Source: an optimization exercise on an open RTL-to-GDS flow (aim: small area). Production flows keep margins and buffers that such runs may drop. Only simulation tests tie the RTL to the original design; equivalence was not proved. No activity file was given, so power comes from the tool's default toggle rates.

File: design/flow/design.v
`default_nettype none
package bdar_pkg;
  localparam int NUM_BUTTONS_DEF = 6;
  localparam int CNT_W           = 16;
  localparam int CFG_W           = 16;
  localparam int CFG_IDX_W       = 2;
  localparam logic [CNT_W-1:0] DEBOUNCE_RST = 16'd50;
  localparam logic [CNT_W-1:0] DELAY_RST    = 16'd300;
  localparam logic [CNT_W-1:0] INTERVAL_RST = 16'd300;
  typedef enum logic [CFG_IDX_W-1:0] {
    CFG_DEBOUNCE = 2'd0,
    CFG_DELAY    = 2'd1,
    CFG_INTERVAL = 2'd2
  } cfg_reg_e;
endpackage
`default_nettype wire
`default_nettype none
module bdar_lane (
  input  wire logic        clk_i,
  input  wire logic        rst_ni,
  input  wire logic        tick_i,
  input  wire logic        raw_i,
  input  wire logic [15:0] deb_n_i,
  input  wire logic [15:0] del_n_i,
  input  wire logic [15:0] int_n_i,
  input  wire logic        del_zero_i,
  output logic             ev_o,
  output logic             stable_o
);
  logic        stable_q, rep_q;
  logic [15:0] s_q, s_d;
  logic [16:0] k;
  logic [8:1]  c_deb, c_del, c_int;
  logic        ge_deb, ge_del, ge_int;
  logic        chg, rep_d, clr, sat, tclr;
  bdar_cmp_lo u_deb0 (.a_i(s_q[1:0]), .b_i(deb_n_i[1:0]), .y_o(c_deb[1]));
  bdar_cmp_lo u_del0 (.a_i(s_q[1:0]), .b_i(del_n_i[1:0]), .y_o(c_del[1]));
  bdar_cmp_lo u_int0 (.a_i(s_q[1:0]), .b_i(int_n_i[1:0]), .y_o(c_int[1]));
  for (genvar i = 1; i < 8; i++) begin : g_cmp
    bdar_cmp2 u_deb (.a_i(s_q[2*i+1:2*i]), .b_i(deb_n_i[2*i+1:2*i]), .c_i(c_deb[i]), .y_o(c_deb[i+1]));
    bdar_cmp2 u_del (.a_i(s_q[2*i+1:2*i]), .b_i(del_n_i[2*i+1:2*i]), .c_i(c_del[i]), .y_o(c_del[i+1]));
    bdar_cmp2 u_int (.a_i(s_q[2*i+1:2*i]), .b_i(int_n_i[2*i+1:2*i]), .c_i(c_int[i]), .y_o(c_int[i+1]));
  end
  assign ge_deb = c_deb[8];
  assign ge_del = c_del[8];
  assign ge_int = c_int[8];
  always_comb begin
    chg     = (raw_i ^ stable_q) & ge_deb;
    if (stable_q) begin
      rep_d = chg & del_zero_i;
      clr   = chg;
      ev_o  = chg;
    end else begin
      rep_d = ~chg & (rep_q | ge_del);
      clr   = chg | (rep_q ? ge_int : ge_del);
      ev_o  = chg | (rep_q & ge_int);
    end
    sat     = &s_q;
    tclr    = tick_i & clr;
  end
  assign k[0] = tick_i & ~sat;
  for (genvar i = 0; i < 16; i++) begin : g_cnt
    bdar_cnt_bit #(.ONE(i == 0)) u_bit (
      .s_i   (s_q[i]),
      .k_i   (k[i]),
      .clr_i (tclr),
      .d_o   (s_d[i]),
      .k_o   (k[i+1])
    );
  end
  assign stable_o = stable_q;
  always_ff @(posedge clk_i or negedge rst_ni) begin
    if (!rst_ni) begin
      stable_q <= 1'b1;
      rep_q    <= 1'b0;
    end else if (tick_i) begin
      stable_q <= stable_q ^ chg;
      rep_q    <= rep_d;
    end
  end
  always_ff @(posedge clk_i or negedge rst_ni) begin
    if (!rst_ni) begin
      s_q <= 16'd1;
    end else begin
      s_q <= s_d;
    end
  end
endmodule
module bdar_cmp2 (
  input  wire logic [1:0] a_i,
  input  wire logic [1:0] b_i,
  input  wire logic       c_i,
  output logic            y_o
);
  logic c1;
  assign c1  = (a_i[0] & b_i[0]) | (c_i & (a_i[0] | b_i[0]));
  assign y_o = (a_i[1] & b_i[1]) | (c1 & (a_i[1] | b_i[1]));
endmodule
module bdar_cmp_lo (
  input  wire logic [1:0] a_i,
  input  wire logic [1:0] b_i,
  output logic            y_o
);
  logic c1;
  assign c1  = a_i[0] | b_i[0];
  assign y_o = (a_i[1] & b_i[1]) | (c1 & (a_i[1] | b_i[1]));
endmodule
module bdar_cnt_bit #(
  parameter bit ONE = 1'b0
) (
  input  wire logic s_i,
  input  wire logic k_i,
  input  wire logic clr_i,
  output logic      d_o,
  output logic      k_o
);
  logic sum;
  assign {k_o, sum} = {1'b0, s_i} + {1'b0, k_i};
  assign d_o = clr_i ? ONE : sum;
endmodule
`default_nettype wire
`default_nettype none
module bdar_merge #(
  parameter int NUM_BUTTONS = 6,
  parameter int IDX_W       = 3
) (
  input  wire logic                   clk_i,
  input  wire logic                   rst_ni,
  input  wire logic                   in_valid_i,
  output logic                        in_ready_o,
  output logic                        in_acc_o,
  input  wire logic [NUM_BUTTONS-1:0] ev_i,
  input  wire logic [NUM_BUTTONS-1:0] stable_i,
  output logic                        evt_valid_o,
  input  wire logic                   evt_ready_i,
  output logic [IDX_W-1:0]            evt_button_index_o,
  output logic                        evt_event_kind_o,
  output logic                        evt_last_event_o
);
  logic [NUM_BUTTONS-1:0] pend_q, pend_d;
  logic [NUM_BUTTONS-1:0] rest;
  logic [IDX_W-1:0]       sel_idx;
  logic                   sel_kind;
  logic                   found;
  logic                   out_valid_q;
  logic [IDX_W-1:0]       out_idx_q;
  logic                   out_kind_q;
  logic                   out_last_q;
  logic                   out_load;
  logic                   any;
  always_comb begin
    sel_idx  = '0;
    sel_kind = 1'b0;
    found    = 1'b0;
    rest     = pend_q;
    for (int i = 0; i < NUM_BUTTONS; i++) begin
      if (pend_q[i] && !found) begin
        sel_idx  = IDX_W'(i);
        sel_kind = stable_i[i];
        rest[i]  = 1'b0;
        found    = 1'b1;
      end
    end
    any        = |pend_q;
    out_load   = any && (!out_valid_q || evt_ready_i);
    in_ready_o = !any || (out_load && (rest == '0));
    in_acc_o   = in_valid_i && in_ready_o;
    pend_d     = in_acc_o ? ev_i : (out_load ? rest : pend_q);
  end
  always_ff @(posedge clk_i or negedge rst_ni) begin
    if (!rst_ni) begin
      pend_q      <= '0;
      out_valid_q <= 1'b0;
    end else begin
      pend_q      <= pend_d;
      out_valid_q <= out_load | (out_valid_q & ~evt_ready_i);
    end
  end
  always_ff @(posedge clk_i) begin
    if (out_load) begin
      out_idx_q  <= sel_idx;
      out_kind_q <= sel_kind;
      out_last_q <= (rest == '0);
    end
  end
  assign evt_valid_o        = out_valid_q;
  assign evt_button_index_o = out_idx_q;
  assign evt_event_kind_o   = out_kind_q;
  assign evt_last_event_o   = out_last_q;
endmodule
`default_nettype wire
`default_nettype none
module button_debounce_auto_repeat (
  input  wire logic        clk_i,
  input  wire logic        rst_ni,
  input  wire logic        cfg_we_i,
  input  wire logic [1:0]  cfg_idx_i,
  input  wire logic [15:0] cfg_data_i,
  input  wire logic        tick_valid_i,
  output logic             tick_ready_o,
  input  wire logic [5:0]  tick_raw_buttons_i,
  output logic             evt_valid_o,
  input  wire logic        evt_ready_i,
  output logic [2:0]       evt_button_index_o,
  output logic             evt_event_kind_o,
  output logic             evt_last_event_o
);
  localparam int NUM_BUTTONS = bdar_pkg::NUM_BUTTONS_DEF;
  localparam int IdxW = (NUM_BUTTONS > 1) ? $clog2(NUM_BUTTONS) : 1;
  logic [15:0]            deb_n_q, del_n_q, int_n_q;
  logic [15:0]            deb_n_d, del_n_d, int_n_d;
  logic                   del_zero;
  logic [NUM_BUTTONS-1:0] res_ev;
  logic [NUM_BUTTONS-1:0] stable;
  logic                   tick_acc;
  logic [15:0]            data_n;
  logic                   we_deb, we_del, we_int;
  assign data_n = ~cfg_data_i;
  assign we_deb = cfg_we_i && (cfg_idx_i == bdar_pkg::CFG_DEBOUNCE);
  assign we_del = cfg_we_i && (cfg_idx_i == bdar_pkg::CFG_DELAY);
  assign we_int = cfg_we_i && (cfg_idx_i == bdar_pkg::CFG_INTERVAL);
  for (genvar i = 0; i < 16; i++) begin : g_cfg
    bdar_mux2 u_deb (.s_i(we_deb), .a_i(data_n[i]), .b_i(deb_n_q[i]), .y_o(deb_n_d[i]));
    bdar_mux2 u_del (.s_i(we_del), .a_i(data_n[i]), .b_i(del_n_q[i]), .y_o(del_n_d[i]));
    bdar_mux2 u_int (.s_i(we_int), .a_i(data_n[i]), .b_i(int_n_q[i]), .y_o(int_n_d[i]));
  end
  always_ff @(posedge clk_i or negedge rst_ni) begin
    if (!rst_ni) begin
      deb_n_q <= ~bdar_pkg::DEBOUNCE_RST;
      del_n_q <= ~bdar_pkg::DELAY_RST;
      int_n_q <= ~bdar_pkg::INTERVAL_RST;
    end else begin
      deb_n_q <= deb_n_d;
      del_n_q <= del_n_d;
      int_n_q <= int_n_d;
    end
  end
  assign del_zero = &del_n_q;
  for (genvar g = 0; g < NUM_BUTTONS; g++) begin : g_lane
    bdar_lane u_lane (
      .clk_i      (clk_i),
      .rst_ni     (rst_ni),
      .tick_i     (tick_acc),
      .raw_i      (tick_raw_buttons_i[g]),
      .deb_n_i    (deb_n_q),
      .del_n_i    (del_n_q),
      .int_n_i    (int_n_q),
      .del_zero_i (del_zero),
      .ev_o       (res_ev[g]),
      .stable_o   (stable[g])
    );
  end
  bdar_merge #(
    .NUM_BUTTONS (NUM_BUTTONS),
    .IDX_W       (IdxW)
  ) u_merge (
    .clk_i              (clk_i),
    .rst_ni             (rst_ni),
    .in_valid_i         (tick_valid_i),
    .in_ready_o         (tick_ready_o),
    .in_acc_o           (tick_acc),
    .ev_i               (res_ev),
    .stable_i           (stable),
    .evt_valid_o        (evt_valid_o),
    .evt_ready_i        (evt_ready_i),
    .evt_button_index_o (evt_button_index_o),
    .evt_event_kind_o   (evt_event_kind_o),
    .evt_last_event_o   (evt_last_event_o)
  );
endmodule
module bdar_mux2 (
  input  wire logic s_i,
  input  wire logic a_i,
  input  wire logic b_i,
  output logic      y_o
);
  assign y_o = s_i ? a_i : b_i;
endmodule
`default_nettype wire
File: design/flow/flow/run.sh
#!/bin/bash
# The standard layout, with three changes: every cell goes to its smallest
# drive strength after floorplanning (downsize.tcl), the ports get buf_1
# buffers, and CTS uses clkbuf_8 in large clusters without dummy loads.
set -euo pipefail
here=$(pwd)
export POST_FLOORPLAN_TCL="$here/flow/downsize.tcl"
export BUFFER_PORTS_ARGS="-buffer_cell sky130_fd_sc_hd__buf_1"
export CTS_ARGS="-sink_clustering_enable -repair_clock_nets -buf_list sky130_fd_sc_hd__clkbuf_8 -sink_clustering_size 50 -sink_clustering_max_diameter 100 -dont_use_dummy_load"
bash standard.sh finish > "$here/standard_flow.log" 2>&1
File: design/flow/flow/downsize.tcl
# Put every cell on the smallest drive strength of its own function (same
# name up to the _N suffix), skipping cells on the don't-use list. The
# placement's repair_design then buffers or sizes up what needs it.
set db [ord::get_db]
set block [ord::get_db_block]
set dont_use {}
if { [info exists ::env(DONT_USE_CELLS)] } {
  set dont_use $::env(DONT_USE_CELLS)
}
proc my_is_dont_use { name pats } {
  foreach p $pats {
    if { [string match $p $name] } { return 1 }
  }
  return 0
}
set swapped 0
set saved 0
foreach inst [$block getInsts] {
  set m [$inst getMaster]
  set name [$m getName]
  if { ![regexp {^(sky130_fd_sc_hd__[a-z0-9]+)_([0-9]+)$} $name -> base sz] } { continue }
  set best $m
  set best_area [expr { [$m getWidth] * [$m getHeight] }]
  foreach n {0 1 2 3 4 6 8 12 16} {
    set cand [$db findMaster "${base}_$n"]
    if { $cand == "NULL" || $cand == "" } { continue }
    if { [my_is_dont_use "${base}_$n" $dont_use] } { continue }
    set a [expr { [$cand getWidth] * [$cand getHeight] }]
    if { $a < $best_area } {
      set best $cand
      set best_area $a
    }
  }
  if { $best != $m } {
    set saved [expr { $saved + [$m getWidth] * [$m getHeight] - $best_area }]
    $inst swapMaster $best
    incr swapped
  }
}
puts "downsize: swapped $swapped cells, saved [expr { $saved / 1.0e6 }] um^2"
File: design/flow/standard.sh
#!/bin/bash
# synth_recipe.tcl (not shown) runs the flow's synth.tcl, then flattens the netlist and writes it again
# the make line also repeats each setting of config.mk as NAME=value (left out here)
make -C /OpenROAD-flow-scripts/flow DESIGN_CONFIG=/design/flow/config.mk WORK_HOME=/design/flow/orfs CLKGATE_MAP_FILE= SYNTH_SCRIPT=/design/flow/synth_recipe.tcl "${@:-finish}"
File: design/flow/config.mk
export PLATFORM = sky130hd
export DESIGN_NAME = button_debounce_auto_repeat
export DESIGN_NICKNAME = button_debounce_auto_repeat
export VERILOG_FILES = /design/flow/design.v
export SDC_FILE = /design/flow/constraint.sdc
export NUM_CORES = 4
export LEC_CHECK = 0
export CAP_MARGIN = 20
export CORE_MARGIN = 2
export CORE_UTILIZATION = 75
export SLEW_MARGIN = 20
export SYNTH_HIERARCHICAL = 1
File: design/flow/constraint.sdc
create_clock -name core_clock -period 8.0 [get_ports {clk_i}]
set_input_delay 1.6000 -clock core_clock [delete_from_list [all_inputs] [get_ports {clk_i}]]
set_output_delay 1.6000 -clock core_clock [all_outputs]
set_load 0.01 [all_outputs]
==> results by group, run 1 <==
Status
  – Result of the run: no timing/DRC/antenna violations

Setup path
  – Startpoint Class: primary input
  – Series of cell instances along the critical path: buf_1, nor2b_1, o21ai_0, a32o_1, and2_1, o41a_1, ha_1, ha_1, ha_1, ha_1, ha_1, ha_1, ha_1, ha_1, ha_1, ha_1, ha_1, ha_1, ha_1, ha_1, ha_1, ha_1, nor2b_1
  – Kind of end point of the critical path: flip-flop
  – Type of the worst setup path: primary input to flip-flop
  – Most prevalent standard cell on the critical path: sky130_fd_sc_hd__ha_1
  – Max incr delay on CP: about 0.48 ns
  – Required time at the worst-slack endpoint: between 8 and 9 ns
  – End of the worst register-to-register path: g_lane[3].u_lane.s_q[15]$_DFF_PN0_
  – Reg2reg start: u_merge.pend_q[0]$_DFFE_PN0P_
  – Max FO, Critical Path: 17
  – Data arrival time of the critical path: between 6 and 7 ns
  – Worst Reg-to-Reg Cells: 22
  – Worst path slowest cell: sky130_fd_sc_hd__and2_1
  – Register-to-register setup slack: 2.77 ns

Timing
  – Final clock period utilization by the worst path: 0.757
  – Max-slew violation count: 0
  – Post-route setup TNS: 0 ns
  – Shortest clock period the worst path allows after layout: slightly above 6 ns
  – Final setup viols: 0
  – Actual slew at the worst max-slew pin: 1.02 ns
  – Fin Clk Skew: around 0.032 ns
  – Final hold slack: 0.599 ns
  – Worst slew margin: 0.317
  – Maximum operating frequency: around 170 MHz
  – Unrepaired setup endpoints after global routing: false
  – Final hold vios: 0

GRT
  – Total congestion overflow: 0
  – Initial antenna violation count: 0
  – First-pass GRT wire length: 42.7 mm
  – Vias in the first global route: roughly 8,300
  – Global-route usage over all layers: 0.331
  – Pin count of the biggest net entering global routing: just over 60

Synth
  – Complex-gate fraction of the synthesized area: 0.237
  – Nets in the synthesized netlist: 1,280
  – Yosys cell types: 42
  – Simple-gate share of the synthesized area: 0.199
  – Count of flip-flops with a built-in enable after synthesis: 5
  – XOR/XNOR share of the synthesized area: 0.00456
  – Total number of yosys warnings: 9
  – Post-synth design cell area: roughly 0.012 sq mm
  – Avg Cell Area, Syn: approximately 10 sq um
  – Predominant post-synthesis flop cell: sky130_fd_sc_hd__dfrtp_1
  – Share of synthesized area spent on multiplexers: 0.0736
  – Proportion of synthesized chip area in sequential cells: 0.372
  – Async set or reset register ratio after synthesis: 0.970
  – Gate Count Post-Synth: 1,155
  – Synth Register Bits: roughly 170
  – Combinational family with the most area after synthesis: compound AO/OA/AOI/OAI gates
  – Post-synthesis share of cell area spent on full adders, half adders and majority gates: 0.104

Finish
  – Area growth from synthesis to final layout: -2.25%
  – Commonest non-fill, non-tap cell in the layout: sky130_fd_sc_hd__nand2_1
  – Filler Cells Inserted: between 1,000 and 1,500
  – Area of the multi-input gates: 0.00628 sq mm
  – Most used cells in the layout excluding fill and tap cells: sky130_fd_sc_hd__nand2_1 (168), sky130_fd_sc_hd__a21oi_1 (142), sky130_fd_sc_hd__o22ai_1 (132), sky130_fd_sc_hd__o21ai_1 (126), sky130_fd_sc_hd__dfrtp_1 (114)
  – Count of antenna diodes in the layout: 0
  – Share of post-route cells with drive strength above 1: 0.0672
  – Total number of nets in the final design: approximately 1,300
  – Storage cell area: 0.00429 sq mm

Die
  – Starting Density: 0.764
  – DIE AREA: ~0.016 sq mm
  – Top-Level Pins: 36
  – Core Region: between 0.015 and 0.02 sq mm
  – Number of standard-cell rows in the floorplan: 45
  – X dimension of the die: between 100 and 150 um
  – Die height: ~130 um

Power
  – Internal Power: approximately 1.6 mW
  – NetSw: roughly 1.0 mW
  – Max rail drop VDD: 0.204 mV
  – Switch share: 0.390
  – Logic pwr share: 0.261
  – Pleak: around 4.8 nW
  – Power per cell area: between 200 and 250 mW/mm^2
  – Sequential share of power: 0.562
  – Clock group share of total power: 0.177

Route
  – Number of DRC violations after detailed routing: 0
  – Post-DR vias/cell: between 6 and 7
  – Routed Antenna Nets: 0
  – Routed Wire Length: about 26 mm
  – Starting DRC count in detailed routing: 769
  – TritonRoute pass-1 iters: 5
  – Total via count after detailed routing: ~9,200
  – Routed length per placed instance: approximately 19 um

Clock tree
  – Hold buffers post-CTS: 0
  – Worst-skew pair later-pin latency: between 0.4 and 0.5 ns
  – Inserted Clock Buffers: 17
  – Buffers inserted during post-CTS setup optimization: 0
  – Total of cells resized after clock tree synthesis: 0
  – Clock slew at the register clock pins of the worst setup and hold paths: about 0.07 ns
  – Clock tree root driver cell: sky130_fd_sc_hd__clkbuf_8
  – CTS HTree Levels: 4
  – CTS tree: built
  – Clock tree buffer depth: 2
  – Clock sink count: 168

Hold path
  – Cells on Worst Hold Path: 2
  – Type of the most critical hold path: flip-flop to flip-flop
  – HP Start: g_lane[5].u_lane.rep_q$_DFFE_PN0P_
  – Endpoint of the worst hold path: g_lane[5].u_lane.rep_q$_DFFE_PN0P_

Flow run
  – Max-cap violations: 0

Placement
  – Final Wtd Congestion: roughly 0.86
  – Number of port buffers: 35
  – Detailed Place HPWL: 18.9 mm
==> registers in the layout (all words and copies together), names as in the netlist, named ones only <==
| signal | cells |
|---|---|
| u_merge.out_last_q | 1 |
| u_merge.out_idx_q | 3 |
| u_merge.out_kind_q | 1 |
| u_merge.pend_q | 6 |
| g_lane.u_lane.rep_q | 6 |
| u_merge.out_valid_q | 1 |
| int_n_q | 16 |
| del_n_q | 16 |
| deb_n_q | 16 |
| g_lane.u_lane.s_q | 96 |
==> metrics by stage <==
stage	cells	total power, mW	utilization	cell area [sq um]	setup WS (ns)
4_1_cts	1394	2.60	0.747	11300	2.00
3_5_place_dp	1377	2.14	0.732	11000	1.53
3_3_place_gp	1377	2.12	0.732	11000	1.68
2_1_floorplan	1155	2.03	-	11500	1.90
6_report	1394	2.61	0.747	11300	1.95
5_1_grt	1394	2.80	0.747	11300	1.70
==> Yosys cell counts (all sizes together) (4+ instances only) <==
master   number  area, sq um
inv          18         67.6
nand4        29          181
o21ai       147          736
nor2b        98         1290
xor2          6         52.6
dfrtp       114         2850
or2           7         43.8
ha           96         1200
o31ai        18          135
nor3          4         20.0
o22ai       132          826
edfxtp        5          150
mux2i         6         60.1
nor2          6         22.5
a22oi         6         45.0
nand2       168          631
mux2         54          788
a32o          6         60.1
and2          7         43.8
o41a          6         67.6
o32ai         6         52.6
a21oi       142          711
dfstp        49         1290
o2bb2ai       6         52.6
==> per-module statistics from Yosys (local to each module, per instance), excerpt <==
module                       flip-flops and latches  times used
button_debounce_auto_repeat                      48           1
bdar_lane                                        18           6
bdar_cmp2                                         0         126
bdar_cmp_lo                                       0          18
bdar_mux2                                         0          48
==> how the worst max path moves through the flow <==
stage / start / end / slack (ns) / cells past startpoint
after floorplan: evt_ready_i / g_lane[0].u_lane.s_q[15]$_DFF_PN0_ / 1.90 / 23
after global placement: evt_ready_i / g_lane[1].u_lane.s_q[15]$_DFF_PN0_ / 1.68 / 23
after detailed placement: evt_ready_i / g_lane[2].u_lane.s_q[15]$_DFF_PN0_ / 1.53 / 23
after CTS: evt_ready_i / g_lane[3].u_lane.s_q[15]$_DFF_PN0_ / 2.00 / 23
after global routing: evt_ready_i / g_lane[5].u_lane.s_q[15]$_DFF_PN0_ / 1.70 / 23
final: evt_ready_i / g_lane[3].u_lane.s_q[15]$_DFF_PN0_ / 1.95 / 23
==> worst max-delay path, delay by kind of cell <==
kind / cells / cell delay (ns)
simple gates: 3 / 0.93
buf+inv: 1 / 0.07
fa+ha+maj: 16 / 3.01
compound gates: 3 / 0.75
==> power groups by stage <==
stage / registers (mW) / logic (mW) / clock network (mW)
finish: 1.47 / 0.682 / 0.461
global placement: 1.47 / 0.651 / 0
global route: 1.51 / 0.792 / 0.503
CTS: 1.46 / 0.678 / 0.472
detailed placement: 1.47 / 0.670 / 0
floorplan: 1.33 / 0.703 / 0
==> logic make-up after synthesis <==
family | Yosys count
AOI/OAI and AO/OA | 475
muxes | 60
and+or+nand+nor | 327
buffers and inverters | 23
xor gates and xnor gates | 6
adders and majority gates | 96
DFF | 168
==> cell type report <==
cell class                 count  share of cell area
sequential                   168               0.381
tap                          188              0.0209
timing repair buffer          39              0.0147
inverter                      18             0.00599
clock buffer                  17              0.0208
multi-input combinational    964               0.557
==> layer usage <==
| metal | GRT usage | up-vias | routed length, um |
|---|---|---|---|
| li1 | - | 4492 | - |
| met1 | 0.447 | 4343 | 11600 |
| met2 | 0.542 | 293 | 12700 |
| met3 | 0.0551 | 41 | 1310 |
| met4 | 0.123 | 0 | 565 |
| met5 | 0 | - | 0 |
==> inputs of run 2 (changes only) <==
--- a/design/flow/config.mk
+++ b/design/flow/config.mk
@@ -8,5 +8,5 @@
 export CAP_MARGIN = 20
 export CORE_MARGIN = 2
-export CORE_UTILIZATION = 75
+export CORE_UTILIZATION = 85
 export SLEW_MARGIN = 20
 export SYNTH_HIERARCHICAL = 1
==> run 2 against run 1 <==
Compared with the run above:
- power is 0.72% higher
- cell count fell by 0.72%
- combinational power is 2.9% higher
- synthesized area unchanged
- still clean
- largest power group unchanged
- sequential cell count stayed put
- sequential share of layout area barely moved
- clock-buffer cell count unchanged
- via count grew 6.3%
==> results by group, run 2 <==
Synth
  – Synth Register Bits: about 170
  – Gate Count Post-Synth: about 1,200
  – Yosys cell types: between 40 and 50
  – Share of the synthesized area in the top cell type: 0.247
  – Simple-gate share of the synthesized area: 0.199
  – XOR/XNOR share of the synthesized area: 0.00456
  – Main area contributors after synthesis: sky130_fd_sc_hd__dfrtp_1 (25%), sky130_fd_sc_hd__dfstp_2 (11%), sky130_fd_sc_hd__nor2b_4 (11%), sky130_fd_sc_hd__ha_1 (10%), sky130_fd_sc_hd__o22ai_1 (7.2%)
  – Most common cell in the synthesized netlist: sky130_fd_sc_hd__nand2_1
  – Count of flip-flops with a built-in enable after synthesis: 5
  – Avg Cell Area, Syn: roughly 10 sq um
  – Post-synth design cell area: about 0.012 sq mm
  – Async set or reset register ratio after synthesis: 0.970
  – Predominant post-synthesis flop cell: sky130_fd_sc_hd__dfrtp_1
  – Share of synthesized area spent on multiplexers: 0.0736
  – Total number of yosys warnings: 9
  – Nets in the synthesized netlist: about 1,300
  – Combinational family with the most area after synthesis: compound AO/OA/AOI/OAI gates
  – Post-synthesis share of cell area spent on full adders, half adders and majority gates: 0.104
  – Complex-gate fraction of the synthesized area: 0.237
  – Yosys top cell by area: sky130_fd_sc_hd__dfrtp_1
  – Proportion of synthesized chip area in sequential cells: 0.372
  – Leading cell types by count after synthesis: sky130_fd_sc_hd__nand2_1 (168), sky130_fd_sc_hd__a21oi_1 (142), sky130_fd_sc_hd__o22ai_1 (132), sky130_fd_sc_hd__o21ai_1 (126), sky130_fd_sc_hd__dfrtp_1 (114)

Timing
  – Actual slew at the worst max-slew pin: a little over 1 ns
  – Maximum operating frequency: 160 MHz
  – Final worst setup slack: around 1.7 ns
  – Max-slew violation count: 0
  – Final hold slack: a little over 0.6 ns
  – Final clock period utilization by the worst path: 0.782
  – Final hold vios: 0
  – Worst slew margin: 0.319
  – Shortest clock period the worst path allows after layout: around 6.3 ns
  – Final setup viols: 0
  – Post-route setup TNS: 0 ns
  – Unrepaired setup endpoints after global routing: false
  – Fin Clk Skew: approximately 0.027 ns

Finish
  – Most used cells in the layout excluding fill and tap cells: sky130_fd_sc_hd__nand2_1 (168), sky130_fd_sc_hd__a21oi_1 (142), sky130_fd_sc_hd__o22ai_1 (132), sky130_fd_sc_hd__o21ai_1 (126), sky130_fd_sc_hd__dfrtp_1 (114)
  – Count of antenna diodes in the layout: 0
  – Filler Cells Inserted: a little under 800
  – Commonest non-fill, non-tap cell in the layout: sky130_fd_sc_hd__nand2_1
  – Share of post-route cells with drive strength above 1: 0.0679
  – Area of the multi-input gates: 0.00627 sq mm
  – Storage cell area: about 0.0043 sq mm
  – Max reg flops: 96
  – Area growth from synthesis to final layout: -2.27%
  – Total number of nets in the final design: about 1,300
  – Area of all placed cells without fillers: approximately 0.011 sq mm
  – Register bank with the most flops: g_lane.u_lane.s_q

Clock tree
  – Inserted Clock Buffers: 17
  – Clock tree root driver cell: sky130_fd_sc_hd__clkbuf_8
  – Buffers inserted during post-CTS setup optimization: 0
  – Clock slew at the register clock pins of the worst setup and hold paths: about 0.080 ns
  – Total of cells resized after clock tree synthesis: 0
  – Clock sink count: 168
  – Hold buffers post-CTS: 0
  – Worst-skew pair later-pin latency: 0.47 ns
  – CTS tree: built
  – Clock tree buffer depth: 2
  – CTS HTree Levels: 4

Setup path
  – Worst setup startpoint: evt_ready_i
  – Type of the worst setup path: primary input to flip-flop
  – Data arrival time of the critical path: about 6.6 ns
  – Required time at the worst-slack endpoint: between 8 and 9 ns
  – Startpoint Class: primary input
  – Reg2reg start: u_merge.out_valid_q$_DFF_PN0_
  – Max FO, Critical Path: 12
  – Kind of end point of the critical path: flip-flop

Power
  – Post-route total power: between 2 and 3 mW
  – Power per cell area: around 230 mW/mm^2
  – Max rail drop VDD: roughly 0.24 mV
  – Pleak: about 4.8 nW

Placement
  – Worst setup slack after placement: 1.40 ns
  – Area after DPL: 0.0110 sq mm
  – Number of port buffers: 35
  – Detailed Place HPWL: roughly 19 mm
  – Final Wtd Congestion: between 0.8 and 0.9

GRT
  – Vias in the first global route: 8,958
  – First-pass GRT wire length: around 45 mm
  – Initial antenna violation count: 0
  – Total congestion overflow: 0
  – Global-route usage over all layers: 0.389
  – Pin count of the biggest net entering global routing: 88

Die
  – DIE AREA: between 0.01 and 0.015 sq mm
  – Number of standard-cell rows in the floorplan: between 40 and 50
  – Die height: 120 um
  – Top-Level Pins: 36
  – X dimension of the die: 120 um
  – Core Region: around 0.013 sq mm
  – Starting Density: 0.871

Route
  – TritonRoute pass-1 iters: 9
  – Post-DR vias/cell: roughly 7.0
  – Number of DRC violations after detailed routing: 0
  – Starting DRC count in detailed routing: around 1,200
  – Total via count after detailed routing: ~10,000
  – Routed Antenna Nets: 0
  – Routed Wire Length: approximately 28 mm
  – Routed length per placed instance: around 20 um

Flow run
  – Max-cap violations: 0

Status
  – Result of the run: no timing/DRC/antenna violations

Hold path
  – Type of the most critical hold path: flip-flop to flip-flop
[run 2: cell type report]
cell class	count	share of cell area
Multi-Input combinational cell	964	0.557
Inverter	18	0.00600
Sequential cell	168	0.381
Timing Repair Buffer	41	0.0163
Clock buffer	17	0.0208
Tap cell	176	0.0195
[run 2: worst paths after layout]
check                      slack, ns  cells past startpoint                            endpoint
min reg2reg                     0.62                      2  g_lane[1].u_lane.rep_q$_DFFE_PN0P_
max                             1.75                     24  g_lane[0].u_lane.s_q[15]$_DFF_PN0_
max in group asynchronous       5.95                      2  g_lane[4].u_lane.rep_q$_DFFE_PN0P_
max reg2reg                     2.59                     23  g_lane[0].u_lane.s_q[15]$_DFF_PN0_
min in group asynchronous       1.30                      2   g_lane[3].u_lane.s_q[3]$_DFF_PN0_
min                             0.62                      2  g_lane[1].u_lane.rep_q$_DFFE_PN0P_
[run 2: logic make-up after synthesis]
| kind of cell | after synthesis |
|---|---|
| flip-flops | 168 |
| buffers and inverters | 23 |
| multiplexers | 60 |
| XOR/XNOR | 6 |
| adder cells (fa/ha/maj) | 96 |
| AND/OR/NAND/NOR | 327 |
| AO/OA/AOI/OAI | 475 |
[run 2: where the power goes]
part	switching, mW	internal (mW)	leakage [nW]	total [mW]
combinational	0.337	0.365	2.62	0.702
sequential	0.433	1.04	2.08	1.48
clock	0.264	0.187	0.122	0.451
[run 2: Yosys stat by module, one instance, submodules excluded, excerpt]
module	area [sq um]	flip-flops and latches	times used	cells
bdar_cmp2	20.0	0	126	4
bdar_cmp_lo	16.3	0	18	3
bdar_lane	584	18	6	37
bdar_mux2	15.0	0	48	1
button_debounce_auto_repeat	1370	48	1	72
[run 2: stage by stage]
| step | util | instances |
|---|---|---|
| 2_1_floorplan | - | 1155 |
| 3_3_place_gp | 0.833 | 1367 |
| 3_5_place_dp | 0.833 | 1367 |
| 4_1_cts | 0.851 | 1384 |
| 5_1_grt | 0.851 | 1384 |
| 6_report | 0.851 | 1384 |
[run 2: critical path, stage by stage]
cell                      delay, ns
sky130_fd_sc_hd__buf_1         0.08
sky130_fd_sc_hd__nor2b_1       0.38
sky130_fd_sc_hd__o21ai_0       0.17
sky130_fd_sc_hd__a32o_1        0.38
sky130_fd_sc_hd__and2_1        0.32
sky130_fd_sc_hd__buf_4         0.26
sky130_fd_sc_hd__o41a_1        0.14
sky130_fd_sc_hd__ha_1          0.19
sky130_fd_sc_hd__ha_1          0.18
sky130_fd_sc_hd__ha_1          0.18
sky130_fd_sc_hd__ha_1          0.18
sky130_fd_sc_hd__ha_1          0.18
sky130_fd_sc_hd__ha_1          0.18
sky130_fd_sc_hd__ha_1          0.18
sky130_fd_sc_hd__ha_1          0.21
sky130_fd_sc_hd__ha_1          0.22
sky130_fd_sc_hd__ha_1          0.19
sky130_fd_sc_hd__ha_1          0.20
sky130_fd_sc_hd__ha_1          0.21
sky130_fd_sc_hd__ha_1          0.20
sky130_fd_sc_hd__ha_1          0.18
sky130_fd_sc_hd__ha_1          0.19
sky130_fd_sc_hd__ha_1          0.27
sky130_fd_sc_hd__nor2b_1       0.13
[run 2: metal layers]
metal	wire length (um)	track usage
met2	13400	0.651
met3	2500	0.0788
met1	10800	0.489
met4	1020	0.173
met5	0	0
==> inputs of run 3 (changes only) <==
--- a/design/flow/config.mk
+++ b/design/flow/config.mk
@@ -8,5 +8,5 @@
 export CAP_MARGIN = 20
 export CORE_MARGIN = 2
-export CORE_UTILIZATION = 85
+export CORE_UTILIZATION = 60
 export SLEW_MARGIN = 20
 export SYNTH_HIERARCHICAL = 1
==> run 3 against run 2 <==
Compared with the run above:
- critical path depth is 1 lower
- sequential share of layout area is 0.20 points lower
- core utilization is 25 points lower
- cell area is 0.53% higher
- maximum frequency is 6.7% higher
- die area is 40% higher
- synthesized area stayed put
- first-iteration DRC count is 40% lower
- clock-buffer cell count stayed put
- largest cell class unchanged
- clock power is 3% higher
- highest routed layer unchanged
- clock skew is 0.0060 ns higher
- non-clock buffer count is 2 lower
==> results by group, run 3 <==
Placement
  – Area after DPL: 0.0111 sq mm
  – Worst setup slack after placement: 1.69 ns
  – Total instance count after detailed placement: 1,423
  – Detailed Place HPWL: 19.9 mm
  – Final Wtd Congestion: about 0.87
  – Number of port buffers: 35

Synth
  – Count of flip-flops with a built-in enable after synthesis: 5
  – Gate Count Post-Synth: ~1,200
  – Nets in the synthesized netlist: roughly 1,300
  – Yosys top cell by area: sky130_fd_sc_hd__dfrtp_1
  – Predominant post-synthesis flop cell: sky130_fd_sc_hd__dfrtp_1
  – Total number of yosys warnings: 9
  – Yosys cell types: between 40 and 50
  – Synth Register Bits: around 170
  – Proportion of synthesized chip area in sequential cells: 0.372
  – Main area contributors after synthesis: sky130_fd_sc_hd__dfrtp_1 (25%), sky130_fd_sc_hd__dfstp_2 (11%), sky130_fd_sc_hd__nor2b_4 (11%), sky130_fd_sc_hd__ha_1 (10%), sky130_fd_sc_hd__o22ai_1 (7.2%)
  – Post-synth design cell area: 0.0115 sq mm
  – Leading cell types by count after synthesis: sky130_fd_sc_hd__nand2_1 (168), sky130_fd_sc_hd__a21oi_1 (142), sky130_fd_sc_hd__o22ai_1 (132), sky130_fd_sc_hd__o21ai_1 (126), sky130_fd_sc_hd__dfrtp_1 (114)
  – Async set or reset register ratio after synthesis: 0.970
  – Avg Cell Area, Syn: between 9 and 10 sq um
  – Most common cell in the synthesized netlist: sky130_fd_sc_hd__nand2_1
  – Share of the synthesized area in the top cell type: 0.247

Timing
  – Max-slew violation count: 0
  – Shortest clock period the worst path allows after layout: 5.86 ns
  – Maximum operating frequency: 171 MHz
  – Fin Clk Skew: about 0.033 ns
  – Final hold vios: 0
  – Actual slew at the worst max-slew pin: approximately 1.1 ns
  – Final setup viols: 0
  – Final worst setup slack: about 2.1 ns
  – Final clock period utilization by the worst path: 0.732
  – Worst slew margin: 0.290
  – Unrepaired setup endpoints after global routing: false
  – Post-route setup TNS: 0 ns

Route
  – Starting DRC count in detailed routing: between 700 and 800
  – Routed Wire Length: around 27 mm
  – Number of DRC violations after detailed routing: 0
  – Post-DR vias/cell: 6.22
  – Routed Antenna Nets: 0
  – TritonRoute pass-1 iters: 7
  – Total via count after detailed routing: ~9,000
  – Routed length per placed instance: 19.0 um

Finish
  – Area growth from synthesis to final layout: -1.75%
  – Non-filler cells, final: between 1,000 and 1,500
  – Count of antenna diodes in the layout: 0
  – Total number of nets in the final design: between 1,000 and 1,500
  – Register bank with the most flops: g_lane.u_lane.s_q
  – Area of all placed cells without fillers: 0.0113 sq mm
  – Most used cells in the layout excluding fill and tap cells: sky130_fd_sc_hd__nand2_1 (168), sky130_fd_sc_hd__a21oi_1 (142), sky130_fd_sc_hd__o22ai_1 (132), sky130_fd_sc_hd__o21ai_1 (126), sky130_fd_sc_hd__dfrtp_1 (114)
  – Max reg flops: 96
  – Share of post-route cells with drive strength above 1: 0.0672
  – Commonest non-fill, non-tap cell in the layout: sky130_fd_sc_hd__nand2_1

Power
  – Pleak: 4.81 nW
  – Logic pwr share: 0.258
  – NetSw: around 1.0 mW
  – Power per cell area: roughly 230 mW/mm^2
  – Internal Power: 1.59 mW
  – Clock group share of total power: 0.178
  – Switch share: 0.392
  – Sequential share of power: 0.564
  – Max rail drop VDD: between 0.15 and 0.2 mV

Setup path
  – Data arrival time of the critical path: around 6 ns
  – Most prevalent standard cell on the critical path: sky130_fd_sc_hd__ha_1
  – Max FO, Critical Path: 8
  – Worst path buffer plus inverter count: 1
  – Series of cell instances along the critical path: buf_1, nor2b_1, o21ai_0, a32o_1, and2_1, o41a_1, ha_1, ha_1, ha_1, ha_1, ha_1, ha_1, ha_1, ha_1, ha_1, ha_1, ha_1, ha_1, ha_1, ha_1, ha_1, ha_1, nor2b_1
  – Startpoint Class: primary input
  – Kind of end point of the critical path: flip-flop
  – Required time at the worst-slack endpoint: roughly 8.3 ns
  – Delay-heaviest family, CP: adder cells
  – Max incr delay on CP: ~0.37 ns
  – Type of the worst setup path: primary input to flip-flop
  – Worst path slowest cell: sky130_fd_sc_hd__and2_1

Clock tree
  – Buffers inserted during post-CTS setup optimization: 0
  – Clock slew at the register clock pins of the worst setup and hold paths: ~0.080 ns
  – Clock sink count: 168
  – Clock tree buffer depth: 2
  – Worst-skew pair later-pin latency: about 0.46 ns
  – Total of cells resized after clock tree synthesis: 0
  – Inserted Clock Buffers: 17
  – Hold buffers post-CTS: 0
  – CTS HTree Levels: 4
  – CTS tree: built
  – Clock tree root driver cell: sky130_fd_sc_hd__clkbuf_8

Die
  – Top-Level Pins: 36
  – Number of standard-cell rows in the floorplan: 50
  – Starting Density: 0.614
  – DIE AREA: just over 0.02 sq mm
  – Die height: approximately 140 um
  – X dimension of the die: 143 um
  – Core Region: 0.0188 sq mm

GRT
  – Global-route usage over all layers: 0.279
  – Total congestion overflow: 0
  – First-pass GRT wire length: ~44 mm
  – Initial antenna violation count: 0
  – Vias in the first global route: about 8,100
  – Pin count of the biggest net entering global routing: approximately 70

Hold path
  – Type of the most critical hold path: flip-flop to flip-flop

Status
  – Result of the run: no timing/DRC/antenna violations

Flow run
  – Max-cap violations: 0
run 3: cell counts after synthesis:
Identical to the previous run, type by type.
run 3: final cells by class:
| type | instances | area [sq um] |
|---|---|---|
| multi-input cells | 964 | 6280 |
| clock buffers | 17 | 234 |
| well taps | 234 | 293 |
| repair buffers | 39 | 165 |
| inverters | 18 | 67.6 |
| fillers | 1652 | 7440 |
| flip-flops and latches | 168 | 4290 |
run 3: routing by layer:
metal | global-route usage | vias up | part of all wire
met3 | 0.0453 | 28 | 0.040
met1 | 0.381 | 4229 | 0.47
met4 | 0.0730 | 0 | 0.017
met5 | 0 | - | 0
li1 | - | 4495 | -
met2 | 0.464 | 210 | 0.48
run 3: logic make-up (layout without fill, tap and decap cells):
group,Yosys count,in the layout,synth area share
xor+xnor,6,6,0.00456
compound gates,475,475,0.237
flops,168,168,0.372
mux,60,60,0.0736
simple gates,327,327,0.199
fa+ha+maj,96,96,0.104
buf+inv,23,74,0.00944
run 3: worst paths after layout:
| path | slack, ns | end | cells after the start | startpoint |
|---|---|---|---|---|
| min in group asynchronous | 1.17 | g_lane[3].u_lane.s_q[14]$_DFF_PN0_ | 1 | rst_ni |
| worst min-delay path | 0.61 | g_lane[2].u_lane.rep_q$_DFFE_PN0P_ | 2 | g_lane[2].u_lane.rep_q$_DFFE_PN0P_ |
| worst min register to register | 0.61 | g_lane[2].u_lane.rep_q$_DFFE_PN0P_ | 2 | g_lane[2].u_lane.rep_q$_DFFE_PN0P_ |
| worst max-delay path | 2.14 | g_lane[1].u_lane.s_q[15]$_DFF_PN0_ | 23 | evt_ready_i |
| worst max register to register | 2.95 | g_lane[1].u_lane.s_q[15]$_DFF_PN0_ | 22 | u_merge.pend_q[0]$_DFFE_PN0P_ |
| max in group asynchronous | 5.52 | g_lane[1].u_lane.s_q[1]$_DFF_PN0_ | 2 | rst_ni |
run 3: worst min-delay path: cells and delay by family (launching register included):
kind               cells  cell delay [ns]
DFF                    1             0.39
AOI/OAI and AO/OA      2             0.17
run 3: per-module statistics from Yosys (local to each module, per instance), excerpt:
module                       cell area [sq um]  cells
bdar_cmp2                                 20.0      4
bdar_cmp_lo                               16.3      3
bdar_lane                                  584     37
bdar_mux2                                 15.0      1
button_debounce_auto_repeat               1370     72
run 3: through the flow:
| stage | hold slack [ns] | util | total power [mW] |
|---|---|---|---|
| after floorplan | 0.468 | - | 2.03 |
| after global placement | 0.575 | 0.591 | 2.13 |
| after detailed placement | 0.593 | 0.591 | 2.15 |
| after CTS | 0.610 | 0.604 | 2.62 |
| after global routing | 0.639 | 0.604 | 2.81 |
| final | 0.609 | 0.604 | 2.62 |
run 3: power by group through the flow:
stage	Combinational [mW]	Sequential (mW)	Clock, mW
floorplan	0.703	1.33	0
global placement	0.659	1.48	0
detailed placement	0.671	1.48	0
CTS	0.677	1.47	0.480
global route	0.787	1.51	0.514
finish	0.676	1.47	0.465
==> inputs of run 4 (changes only) <==
==> design/flow/design.v (replaced) <==
`default_nettype none
package bdar_pkg;
  localparam int NUM_BUTTONS_DEF = 6;
  localparam int CNT_W           = 16;
  localparam int CFG_W           = 16;
  localparam int CFG_IDX_W       = 2;
  localparam logic [CNT_W-1:0] DEBOUNCE_RST = 16'd50;
  localparam logic [CNT_W-1:0] DELAY_RST    = 16'd300;
  localparam logic [CNT_W-1:0] INTERVAL_RST = 16'd300;
  typedef enum logic [CFG_IDX_W-1:0] {
    CFG_DEBOUNCE = 2'd0,
    CFG_DELAY    = 2'd1,
    CFG_INTERVAL = 2'd2
  } cfg_reg_e;
endpackage
`default_nettype wire
`default_nettype none
module bdar_cmp2 (
  input  wire logic [1:0] a_i,
  input  wire logic [1:0] b_i,
  input  wire logic       c_i,
  output logic            y_o
);
  logic c1;
  assign c1  = (a_i[0] & b_i[0]) | (c_i & (a_i[0] | b_i[0]));
  assign y_o = (a_i[1] & b_i[1]) | (c1 & (a_i[1] | b_i[1]));
endmodule
module bdar_cmp_lo (
  input  wire logic [1:0] a_i,
  input  wire logic [1:0] b_i,
  output logic            y_o
);
  logic c1;
  assign c1  = a_i[0] | b_i[0];
  assign y_o = (a_i[1] & b_i[1]) | (c1 & (a_i[1] | b_i[1]));
endmodule
module bdar_cnt_bit #(
  parameter bit ONE = 1'b0
) (
  input  wire logic s_i,
  input  wire logic k_i,
  input  wire logic clr_i,
  output logic      d_o,
  output logic      k_o
);
  logic sum;
  assign {k_o, sum} = {1'b0, s_i} + {1'b0, k_i};
  assign d_o = clr_i ? ONE : sum;
endmodule
`default_nettype wire
`default_nettype none
module bdar_mux2 (
  input  wire logic s_i,
  input  wire logic a_i,
  input  wire logic b_i,
  output logic      y_o
);
  assign y_o = s_i ? a_i : b_i;
endmodule
`default_nettype wire
`default_nettype none
module button_debounce_auto_repeat (
  input  wire logic        clk_i,
  input  wire logic        rst_ni,
  input  wire logic        cfg_we_i,
  input  wire logic [1:0]  cfg_idx_i,
  input  wire logic [15:0] cfg_data_i,
  input  wire logic        tick_valid_i,
  output logic             tick_ready_o,
  input  wire logic [5:0]  tick_raw_buttons_i,
  output logic             evt_valid_o,
  input  wire logic        evt_ready_i,
  output logic [2:0]       evt_button_index_o,
  output logic             evt_event_kind_o,
  output logic             evt_last_event_o
);
  localparam int NUM_BUTTONS = bdar_pkg::NUM_BUTTONS_DEF;
  localparam int IDX_W = (NUM_BUTTONS > 1) ? $clog2(NUM_BUTTONS) : 1;
  logic [15:0]            deb_n_q, del_n_q, int_n_q;
  logic [15:0]            deb_n_d, del_n_d, int_n_d;
  logic [15:0]            data_n;
  logic                   we_deb, we_del, we_int;
  logic                   del_zero;
  assign data_n = ~cfg_data_i;
  assign we_deb = cfg_we_i && (cfg_idx_i == bdar_pkg::CFG_DEBOUNCE);
  assign we_del = cfg_we_i && (cfg_idx_i == bdar_pkg::CFG_DELAY);
  assign we_int = cfg_we_i && (cfg_idx_i == bdar_pkg::CFG_INTERVAL);
  for (genvar i = 0; i < 16; i++) begin : g_cfg
    bdar_mux2 u_deb (.s_i(we_deb), .a_i(data_n[i]), .b_i(deb_n_q[i]), .y_o(deb_n_d[i]));
    bdar_mux2 u_del (.s_i(we_del), .a_i(data_n[i]), .b_i(del_n_q[i]), .y_o(del_n_d[i]));
    bdar_mux2 u_int (.s_i(we_int), .a_i(data_n[i]), .b_i(int_n_q[i]), .y_o(int_n_d[i]));
  end
  always_ff @(posedge clk_i or negedge rst_ni) begin
    if (!rst_ni) begin
      deb_n_q <= ~bdar_pkg::DEBOUNCE_RST;
      del_n_q <= ~bdar_pkg::DELAY_RST;
      int_n_q <= ~bdar_pkg::INTERVAL_RST;
    end else begin
      deb_n_q <= deb_n_d;
      del_n_q <= del_n_d;
      int_n_q <= int_n_d;
    end
  end
  assign del_zero = &del_n_q;
  logic                   tick_acc;
  logic [NUM_BUTTONS-1:0] ev;
  logic [NUM_BUTTONS-1:0] stable;
  for (genvar g = 0; g < NUM_BUTTONS; g++) begin : g_lane
    logic        stable_q, rep_q, rep_d;
    logic [15:0] s_q, s_d;
    logic [16:0] k;
    logic [8:1]  c_deb, c_del, c_int;
    logic        ge_deb, ge_del, ge_int;
    logic        chg, clr, sat, tclr;
    bdar_cmp_lo u_deb0 (.a_i(s_q[1:0]), .b_i(deb_n_q[1:0]), .y_o(c_deb[1]));
    bdar_cmp_lo u_del0 (.a_i(s_q[1:0]), .b_i(del_n_q[1:0]), .y_o(c_del[1]));
    bdar_cmp_lo u_int0 (.a_i(s_q[1:0]), .b_i(int_n_q[1:0]), .y_o(c_int[1]));
    for (genvar i = 1; i < 8; i++) begin : g_cmp
      bdar_cmp2 u_deb (.a_i(s_q[2*i+1:2*i]), .b_i(deb_n_q[2*i+1:2*i]), .c_i(c_deb[i]), .y_o(c_deb[i+1]));
      bdar_cmp2 u_del (.a_i(s_q[2*i+1:2*i]), .b_i(del_n_q[2*i+1:2*i]), .c_i(c_del[i]), .y_o(c_del[i+1]));
      bdar_cmp2 u_int (.a_i(s_q[2*i+1:2*i]), .b_i(int_n_q[2*i+1:2*i]), .c_i(c_int[i]), .y_o(c_int[i+1]));
    end
    assign ge_deb = c_deb[8];
    assign ge_del = c_del[8];
    assign ge_int = c_int[8];
    always_comb begin
      chg = (tick_raw_buttons_i[g] ^ stable_q) & ge_deb;
      if (stable_q) begin
        rep_d = chg & del_zero;
        clr   = chg;
        ev[g] = chg;
      end else begin
        rep_d = ~chg & (rep_q | ge_del);
        clr   = chg | (rep_q ? ge_int : ge_del);
        ev[g] = chg | (rep_q & ge_int);
      end
      sat  = &s_q;
      tclr = tick_acc & clr;
    end
    assign k[0] = tick_acc & ~sat;
    for (genvar i = 0; i < 16; i++) begin : g_cnt
      bdar_cnt_bit #(.ONE(i == 0)) u_bit (
        .s_i   (s_q[i]),
        .k_i   (k[i]),
        .clr_i (tclr),
        .d_o   (s_d[i]),
        .k_o   (k[i+1])
      );
    end
    always_ff @(posedge clk_i or negedge rst_ni) begin
      if (!rst_ni) begin
        stable_q <= 1'b1;
        rep_q    <= 1'b0;
      end else if (tick_acc) begin
        stable_q <= stable_q ^ chg;
        rep_q    <= rep_d;
      end
    end
    always_ff @(posedge clk_i or negedge rst_ni) begin
      if (!rst_ni) begin
        s_q <= 16'd1;
      end else begin
        s_q <= s_d;
      end
    end
    assign stable[g] = stable_q;
  end
  logic [NUM_BUTTONS-1:0] pend_q, pend_d;
  logic [NUM_BUTTONS-1:0] rest;
  logic [IDX_W-1:0]       sel_idx;
  logic                   sel_kind;
  logic                   found;
  logic                   out_valid_q;
  logic [IDX_W-1:0]       out_idx_q;
  logic                   out_kind_q;
  logic                   out_last_q;
  logic                   out_load;
  logic                   any;
  always_comb begin
    sel_idx  = '0;
    sel_kind = 1'b0;
    found    = 1'b0;
    rest     = pend_q;
    for (int i = 0; i < NUM_BUTTONS; i++) begin
      if (pend_q[i] && !found) begin
        sel_idx  = IDX_W'(i);
        sel_kind = stable[i];
        rest[i]  = 1'b0;
        found    = 1'b1;
      end
    end
    any          = |pend_q;
    out_load     = any && (!out_valid_q || evt_ready_i);
    tick_ready_o = !any || (out_load && (rest == '0));
    tick_acc     = tick_valid_i && tick_ready_o;
    pend_d       = tick_acc ? ev : (out_load ? rest : pend_q);
  end
  always_ff @(posedge clk_i or negedge rst_ni) begin
    if (!rst_ni) begin
      pend_q      <= '0;
      out_valid_q <= 1'b0;
    end else begin
      pend_q      <= pend_d;
      out_valid_q <= out_load | (out_valid_q & ~evt_ready_i);
    end
  end
  always_ff @(posedge clk_i) begin
    if (out_load) begin
      out_idx_q  <= sel_idx;
      out_kind_q <= sel_kind;
      out_last_q <= (rest == '0);
    end
  end
  assign evt_valid_o        = out_valid_q;
  assign evt_button_index_o = out_idx_q;
  assign evt_event_kind_o   = out_kind_q;
  assign evt_last_event_o   = out_last_q;
endmodule
`default_nettype wire
==> run 4 against run 3 <==
Compared with the run above:
- still clean on timing, DRC and antenna
- first-iteration DRC count decreased by 16%
- worst hold slack worse by 0.068 ns
- clock-buffer cell count unchanged
- combinational power down 2%
- die area is 0.34% lower
- critical path depth unchanged
- critical path type unchanged
- largest cell class unchanged
- largest power group unchanged
- highest routed layer unchanged
==> results by group, run 4 <==
Status
  – Result of the run: no timing/DRC/antenna violations

Finish
  – Register bank with the most flops: g_lane.s_q
  – Max reg flops: 96
  – Total number of nets in the final design: 1,336
  – Area growth from synthesis to final layout: -2.20%
  – Count of antenna diodes in the layout: 0
  – Core occupancy in the finished layout: 0.599
  – Area of the multi-input gates: just over 0.006 sq mm
  – Filler Cells Inserted: 1,709
  – Commonest non-fill, non-tap cell in the layout: sky130_fd_sc_hd__nand2_1
  – Storage cell area: ~0.0043 sq mm
  – Non-filler cells, final: 1,443
  – Most used cells in the layout excluding fill and tap cells: sky130_fd_sc_hd__nand2_1 (159), sky130_fd_sc_hd__a21oi_1 (143), sky130_fd_sc_hd__o22ai_1 (128), sky130_fd_sc_hd__o21ai_1 (126), sky130_fd_sc_hd__dfrtp_1 (114)
  – Share of post-route cells with drive strength above 1: 0.0653

Route
  – Total via count after detailed routing: 8,928
  – Routed length per placed instance: ~19 um
  – Post-DR vias/cell: approximately 6.2
  – Number of DRC violations after detailed routing: 0
  – Routed Antenna Nets: 0
  – TritonRoute pass-1 iters: 5
  – Starting DRC count in detailed routing: around 610
  – Routed Wire Length: ~27 mm

Setup path
  – Worst path buffer plus inverter count: 1
  – Type of the worst setup path: primary input to flip-flop
  – Max FO, Critical Path: 10
  – Startpoint Class: primary input
  – Register-to-register setup slack: slightly below 3 ns
  – Kind of end point of the critical path: flip-flop
  – Worst Reg-to-Reg Cells: 22
  – Worst path slowest cell: sky130_fd_sc_hd__nor2b_1
  – Series of cell instances along the critical path: buf_1, nor2b_1, maj3_1, o2bb2ai_1, nand2_1, nor2_1, ha_1, ha_1, ha_1, ha_1, ha_1, ha_1, ha_1, ha_1, ha_1, ha_1, ha_1, ha_1, ha_1, ha_1, ha_1, ha_1, nor2b_1
  – Max incr delay on CP: about 0.48 ns
  – Delay-heaviest family, CP: adder cells
  – Worst setup path end: g_lane[1].s_q[15]$_DFF_PN0_
  – Number of gates on the worst path with buffers counted: 23
  – Worst setup startpoint: evt_ready_i
  – Reg2reg start: out_valid_q$_DFF_PN0_
  – Required time at the worst-slack endpoint: a little over 8 ns
  – Most prevalent standard cell on the critical path: sky130_fd_sc_hd__ha_1
  – End of the worst register-to-register path: g_lane[1].s_q[15]$_DFF_PN0_
  – Data arrival time of the critical path: ~6.2 ns

GRT
  – Initial antenna violation count: 0
  – Total congestion overflow: 0
  – First-pass GRT wire length: 44.5 mm
  – Global-route usage over all layers: 0.278
  – Vias in the first global route: about 8,100
  – Pin count of the biggest net entering global routing: 67

Timing
  – Shortest clock period the worst path allows after layout: between 5 and 6 ns
  – Unrepaired setup endpoints after global routing: false
  – Final hold vios: 0
  – Final worst setup slack: roughly 2.1 ns
  – Post-route setup TNS: 0 ns
  – Worst slew margin: 0.310
  – Final clock period utilization by the worst path: 0.741
  – Actual slew at the worst max-slew pin: 1.03 ns
  – Fin Clk Skew: 0.0302 ns
  – Maximum operating frequency: between 150 and 200 MHz
  – Final setup viols: 0
  – Max-slew violation count: 0

Die
  – X dimension of the die: 142 um
  – DIE AREA: about 0.02 sq mm
  – Starting Density: 0.612
  – Core Region: roughly 0.019 sq mm
  – Die height: 142 um
  – Top-Level Pins: 36
  – Number of standard-cell rows in the floorplan: 50

Synth
  – Count of flip-flops with a built-in enable after synthesis: 5
  – Share of the synthesized area in the top cell type: 0.248
  – Avg Cell Area, Syn: around 10 sq um
  – Async set or reset register ratio after synthesis: 0.970
  – Yosys top cell by area: sky130_fd_sc_hd__dfrtp_1
  – Proportion of synthesized chip area in sequential cells: 0.373
  – Most common cell in the synthesized netlist: sky130_fd_sc_hd__nand2_1
  – Post-synth design cell area: about 0.011 sq mm
  – Yosys cell types: 44
  – Gate Count Post-Synth: 1,162
  – Leading cell types by count after synthesis: sky130_fd_sc_hd__nand2_1 (156), sky130_fd_sc_hd__a21oi_1 (143), sky130_fd_sc_hd__o22ai_1 (128), sky130_fd_sc_hd__o21ai_1 (126), sky130_fd_sc_hd__dfrtp_1 (114)
  – Synth Register Bits: between 150 and 200
  – Total number of yosys warnings: 7
  – Main area contributors after synthesis: sky130_fd_sc_hd__dfrtp_1 (25%), sky130_fd_sc_hd__dfstp_2 (11%), sky130_fd_sc_hd__nor2b_4 (11%), sky130_fd_sc_hd__ha_1 (10%), sky130_fd_sc_hd__o22ai_1 (7.0%)
  – Nets in the synthesized netlist: between 1,000 and 1,500
  – Predominant post-synthesis flop cell: sky130_fd_sc_hd__dfrtp_1

Clock tree
  – Clock sink count: around 170
  – CTS HTree Levels: 4
  – Buffers inserted during post-CTS setup optimization: 0
  – Total of cells resized after clock tree synthesis: 0
  – Inserted Clock Buffers: 17
  – Hold buffers post-CTS: 0
  – Clock tree buffer depth: 2
  – CTS tree: built
  – Clock slew at the register clock pins of the worst setup and hold paths: around 0.070 ns
  – Worst-skew pair later-pin latency: ~0.46 ns
  – Clock tree root driver cell: sky130_fd_sc_hd__clkbuf_8

Flow run
  – Max-cap violations: 0

Power
  – Post-route total power: about 2.6 mW
  – Pleak: about 4.8 nW
  – Power per cell area: 230 mW/mm^2
  – Max rail drop VDD: 0.194 mV

Placement
  – Worst setup slack after placement: 1.60 ns
  – Total instance count after detailed placement: 1,425
  – Number of port buffers: 35
  – Final Wtd Congestion: ~0.86
  – Detailed Place HPWL: between 15 and 20 mm

Hold path
  – Type of the most critical hold path: flip-flop to flip-flop
  – Cells on Worst Hold Path: 1
[run 4: how the worst min path moves through the flow]
stage                                      from  slack, ns                           to
floorplan           g_lane[1].rep_q$_DFFE_PN0P_       0.49  g_lane[1].rep_q$_DFFE_PN0P_
global placement    g_lane[1].rep_q$_DFFE_PN0P_       0.51  g_lane[1].rep_q$_DFFE_PN0P_
CTS                 g_lane[3].rep_q$_DFFE_PN0P_       0.54  g_lane[3].rep_q$_DFFE_PN0P_
finish              g_lane[4].rep_q$_DFFE_PN0P_       0.54  g_lane[4].rep_q$_DFFE_PN0P_
global route        g_lane[3].rep_q$_DFFE_PN0P_       0.55  g_lane[3].rep_q$_DFFE_PN0P_
detailed placement  g_lane[3].rep_q$_DFFE_PN0P_       0.52  g_lane[3].rep_q$_DFFE_PN0P_
[run 4: logic make-up after synthesis]
| logic type | count (synthesis) | share of synthesized area |
|---|---|---|
| AOI/OAI and AO/OA | 472 | 0.234 |
| adders and majority gates | 98 | 0.106 |
| buffers and inverters | 29 | 0.0119 |
| DFF | 168 | 0.373 |
| muxes | 53 | 0.0693 |
| and+or+nand+nor | 342 | 0.206 |
[run 4: Yosys stat by module, one instance, submodules excluded, a selection]
module | area (sq um) | flops+latches | copies in the design | cells
bdar_cmp_lo | 16.3 | 0 | 18 | 3
bdar_mux2 | 15.0 | 0 | 48 | 1
button_debounce_auto_repeat | 5480 | 168 | 1 | 364
bdar_cmp2 | 20.0 | 0 | 126 | 4
[run 4: power breakdown]
part           switching, mW  internal [mW]  leakage [nW]
Sequential             0.419           1.04          2.08
Clock                  0.277          0.188         0.122
Combinational          0.310          0.352          2.63
Total                   1.01           1.58          4.83
[run 4: area by class of cell]
cell class	count	area share
multi-input cells	965	0.550
flip-flops and latches	168	0.382
well taps	234	0.0261
clock buffers	17	0.0208
repair buffers	40	0.0154
inverters	19	0.00635
[run 4: metal layers]
metal / global-route usage / up-vias / share of wire
met5: 0 / - / 0
met4: 0.0787 / 0 / 0.015
met3: 0.0427 / 30 / 0.044
met2: 0.452 / 236 / 0.47
met1: 0.389 / 4182 / 0.48
li1: - / 4480 / -
[run 4: metrics by stage]
| stage | instance area, sq um | hold slack (ns) |
|---|---|---|
| 4_1_cts | 11200 | 0.540 |
| 3_3_place_gp | 11000 | 0.513 |
| 2_1_floorplan | 11500 | 0.492 |
| 3_5_place_dp | 11000 | 0.522 |
| 6_report | 11200 | 0.542 |
| 5_1_grt | 11200 | 0.548 |
==> inputs of run 5 (changes only) <==
--- a/design/flow/design.v
+++ b/design/flow/design.v
@@ -107,5 +107,5 @@
   logic [NUM_BUTTONS-1:0] stable;
   for (genvar g = 0; g < NUM_BUTTONS; g++) begin : g_lane
-    logic        stable_q, rep_q, rep_d;
+    logic        press_q, rep_q, rep_d;
     logic [15:0] s_q, s_d;
     logic [16:0] k;
@@ -125,6 +125,6 @@
     assign ge_int = c_int[8];
     always_comb begin
-      chg = (tick_raw_buttons_i[g] ^ stable_q) & ge_deb;
-      if (stable_q) begin
+      chg = (tick_raw_buttons_i[g] ~^ press_q) & ge_deb;
+      if (!press_q) begin
         rep_d = chg & del_zero;
         clr   = chg;
@@ -150,8 +150,8 @@
     always_ff @(posedge clk_i or negedge rst_ni) begin
       if (!rst_ni) begin
-        stable_q <= 1'b1;
+        press_q  <= 1'b0;
         rep_q    <= 1'b0;
       end else if (tick_acc) begin
-        stable_q <= stable_q ^ chg;
+        press_q  <= press_q ^ chg;
         rep_q    <= rep_d;
       end
@@ -164,5 +164,5 @@
       end
     end
-    assign stable[g] = stable_q;
+    assign stable[g] = ~press_q;
   end
   logic [NUM_BUTTONS-1:0] pend_q, pend_d;
==> run 5 against run 4 <==
Compared with the run above:
- cell area barely moved
- power grew 5.5%
- first-iteration DRC count decreased by 2.1%
- synthesized cell count barely moved
- non-clock buffer count increased by 3
- global-route usage down 0.46 points
- worst setup slack worse by 0.050 ns
- critical endpoint unchanged
- highest routed layer unchanged
==> results by group, run 5 <==
Route
  – Total via count after detailed routing: 8,834
  – Routed Antenna Nets: 0
  – Starting DRC count in detailed routing: 598
  – Routed Wire Length: 26.6 mm
  – Routed length per placed instance: approximately 18 um
  – Post-DR vias/cell: 6.11

Synth
  – Most common cell in the synthesized netlist: sky130_fd_sc_hd__nand2_1
  – Main area contributors after synthesis: sky130_fd_sc_hd__dfrtp_1 (26%), sky130_fd_sc_hd__nor2b_4 (11%), sky130_fd_sc_hd__ha_1 (10%), sky130_fd_sc_hd__dfstp_2 (9.8%), sky130_fd_sc_hd__o22ai_1 (6.9%)
  – Post-synth design cell area: approximately 0.012 sq mm
  – Yosys cell types: 52
  – Share of the synthesized area in the top cell type: 0.261
  – Avg Cell Area, Syn: 9.90 sq um
  – Gate Count Post-Synth: roughly 1,200
  – Nets in the synthesized netlist: about 1,300
  – Predominant post-synthesis flop cell: sky130_fd_sc_hd__dfrtp_1
  – Async set or reset register ratio after synthesis: 0.970
  – Count of flip-flops with a built-in enable after synthesis: 5
  – Yosys top cell by area: sky130_fd_sc_hd__dfrtp_1
  – Synth Register Bits: 168
  – Total number of yosys warnings: 7

GRT
  – Vias in the first global route: 7,968
  – Met1 GRT Util: 0.384
  – First-pass GRT wire length: 43.6 mm
  – Most heavily used metal layer in global routing: met2
  – GR Layer Usage met2: 0.449
  – Total congestion overflow: 0
  – Initial antenna violation count: 0
  – Global-route usage over all layers: 0.274
  – Pin count of the biggest net entering global routing: 80

Power
  – Power per cell area: roughly 240 mW/mm^2
  – Max rail drop VDD: 0.198 mV
  – Pleak: 4.87 nW

Timing
  – Post-route setup TNS: 0 ns
  – Shortest clock period the worst path allows after layout: 5.98 ns
  – Final clock period utilization by the worst path: 0.748
  – Fin Clk Skew: about 0.034 ns
  – Actual slew at the worst max-slew pin: about 1.0 ns
  – Worst slew margin: 0.334
  – Maximum operating frequency: between 150 and 200 MHz

Placement
  – Final Wtd Congestion: 0.882
  – Number of port buffers: 35
  – Area after DPL: around 0.011 sq mm
  – Detailed Place HPWL: about 19 mm

Clock tree
  – CTS HTree Levels: 4
  – Clock tree buffer depth: 2
  – Clock sink count: ~170
  – Clock tree root driver cell: sky130_fd_sc_hd__clkbuf_8
  – Inserted Clock Buffers: 17
  – Worst-skew pair later-pin latency: approximately 0.46 ns
  – Hold buffers post-CTS: 0

Die
  – Die height: 143 um
  – Top-Level Pins: 36
  – Number of standard-cell rows in the floorplan: 50
  – X dimension of the die: 143 um
  – Starting Density: 0.614

Setup path
  – Required time at the worst-slack endpoint: 8.32 ns
  – Startpoint Class: primary input
  – Type of the worst setup path: primary input to flip-flop
  – Data arrival time of the critical path: between 6 and 7 ns
  – Max FO, Critical Path: 11

Finish
  – Register bank with the most flops: g_lane.s_q
  – Max reg flops: 96
  – Count of antenna diodes in the layout: 0
  – Total number of nets in the final design: approximately 1,300
  – Area of all placed cells without fillers: around 0.011 sq mm
  – Commonest non-fill, non-tap cell in the layout: sky130_fd_sc_hd__nand2_1
  – Most used cells in the layout excluding fill and tap cells: sky130_fd_sc_hd__nand2_1 (166), sky130_fd_sc_hd__a21oi_1 (138), sky130_fd_sc_hd__o22ai_1 (127), sky130_fd_sc_hd__o21ai_1 (126), sky130_fd_sc_hd__dfrtp_1 (120)
  – Share of post-route cells with drive strength above 1: 0.0644
  – Area growth from synthesis to final layout: -2.50%

Status
  – Result of the run: no timing/DRC/antenna violations

Flow run
  – Max-cap violations: 0
## run 5: cell types whose count changed after synthesis, moves of 6 or more
cell	delta
sky130_fd_sc_hd__nand2_1	+9
sky130_fd_sc_hd__a22oi_1	-6
sky130_fd_sc_hd__o21a_1	-7
sky130_fd_sc_hd__xnor2_1	+6
sky130_fd_sc_hd__nor2_1	-9
sky130_fd_sc_hd__dfstp_2	-6
sky130_fd_sc_hd__dfrtp_1	+6
## run 5: path summary, 6_finish.rpt
check                                             from                     endpoint  slack (ns)  cells past startpoint
min                        g_lane[3].rep_q$_DFFE_PN0P_  g_lane[3].rep_q$_DFFE_PN0P_        0.54                      1
max in group asynchronous                       rst_ni   g_lane[5].s_q[7]$_DFF_PN0_        5.60                      2
max reg2reg                      pend_q[1]$_DFFE_PN0P_  g_lane[1].s_q[15]$_DFF_PN0_        2.81                     22
max                                        evt_ready_i  g_lane[1].s_q[15]$_DFF_PN0_        2.02                     23
min reg2reg                g_lane[3].rep_q$_DFFE_PN0P_  g_lane[3].rep_q$_DFFE_PN0P_        0.54                      1
min in group asynchronous                       rst_ni  g_lane[5].rep_q$_DFFE_PN0P_        1.08                      1
## run 5: power breakdown
group          internal, mW  leakage (nW)  switching, mW
registers              1.06          2.08          0.450
logic                 0.404          2.68          0.353
clock network         0.188         0.122          0.278
total                  1.65          4.87           1.08
## run 5: Yosys stat by module (local to each module, per instance), excerpt
module,copies in the design,cells,flops+latches
bdar_cmp2,126,4,0
bdar_cmp_lo,18,3,0
bdar_mux2,48,1,0
button_debounce_auto_repeat,1,365,168
## run 5: routing by layer
layer,up-vias,share of wire
li1,4476,-
met1,4153,0.48
met2,183,0.47
met3,22,0.037
met4,0,0.011
met5,-,0
## run 5: cell families after synthesis
group,count (synthesis),synth area share
simple gates,347,0.208
fa+ha+maj,96,0.104
flops,168,0.372
mux,48,0.0626
xor+xnor,10,0.00760
buf+inv,34,0.0152
compound gates,460,0.230
## run 5: worst max-delay path: stages
cell                        delay [ns]
sky130_fd_sc_hd__buf_1            0.08
sky130_fd_sc_hd__nor2b_1          0.29
sky130_fd_sc_hd__a2111oi_0        0.15
sky130_fd_sc_hd__nor3_2           0.66
sky130_fd_sc_hd__buf_4            0.35
sky130_fd_sc_hd__nor2_1           0.08
sky130_fd_sc_hd__ha_1             0.19
sky130_fd_sc_hd__ha_1             0.18
sky130_fd_sc_hd__ha_1             0.18
sky130_fd_sc_hd__ha_1             0.18
sky130_fd_sc_hd__ha_1             0.18
sky130_fd_sc_hd__ha_1             0.18
sky130_fd_sc_hd__ha_1             0.18
sky130_fd_sc_hd__ha_1             0.18
sky130_fd_sc_hd__ha_1             0.18
sky130_fd_sc_hd__ha_1             0.18
sky130_fd_sc_hd__ha_1             0.18
sky130_fd_sc_hd__ha_1             0.18
sky130_fd_sc_hd__ha_1             0.18
sky130_fd_sc_hd__ha_1             0.18
sky130_fd_sc_hd__ha_1             0.18
sky130_fd_sc_hd__ha_1             0.26
sky130_fd_sc_hd__nor2b_1          0.12
## run 5: layout make-up
class | instances | area, sq um
clock buffers | 17 | 234
fillers | 1659 | 7540
inverters | 22 | 82.6
multi-input cells | 961 | 6140
flip-flops and latches | 168 | 4280
well taps | 234 | 293
repair buffers | 43 | 195
## run 5: stage by stage
stage               std cells  power (mW)  utilization  hold slack [ns]  setup slack, ns
global route             1445        2.95        0.598            0.559             1.68
CTS                      1444        2.75        0.598            0.531             2.07
detailed placement       1427        2.27        0.585            0.513             1.60
finish                   1445        2.73        0.598            0.545             2.02
global placement         1427        2.25        0.585            0.498             1.71
floorplan                1163        2.17            -            0.474             2.08
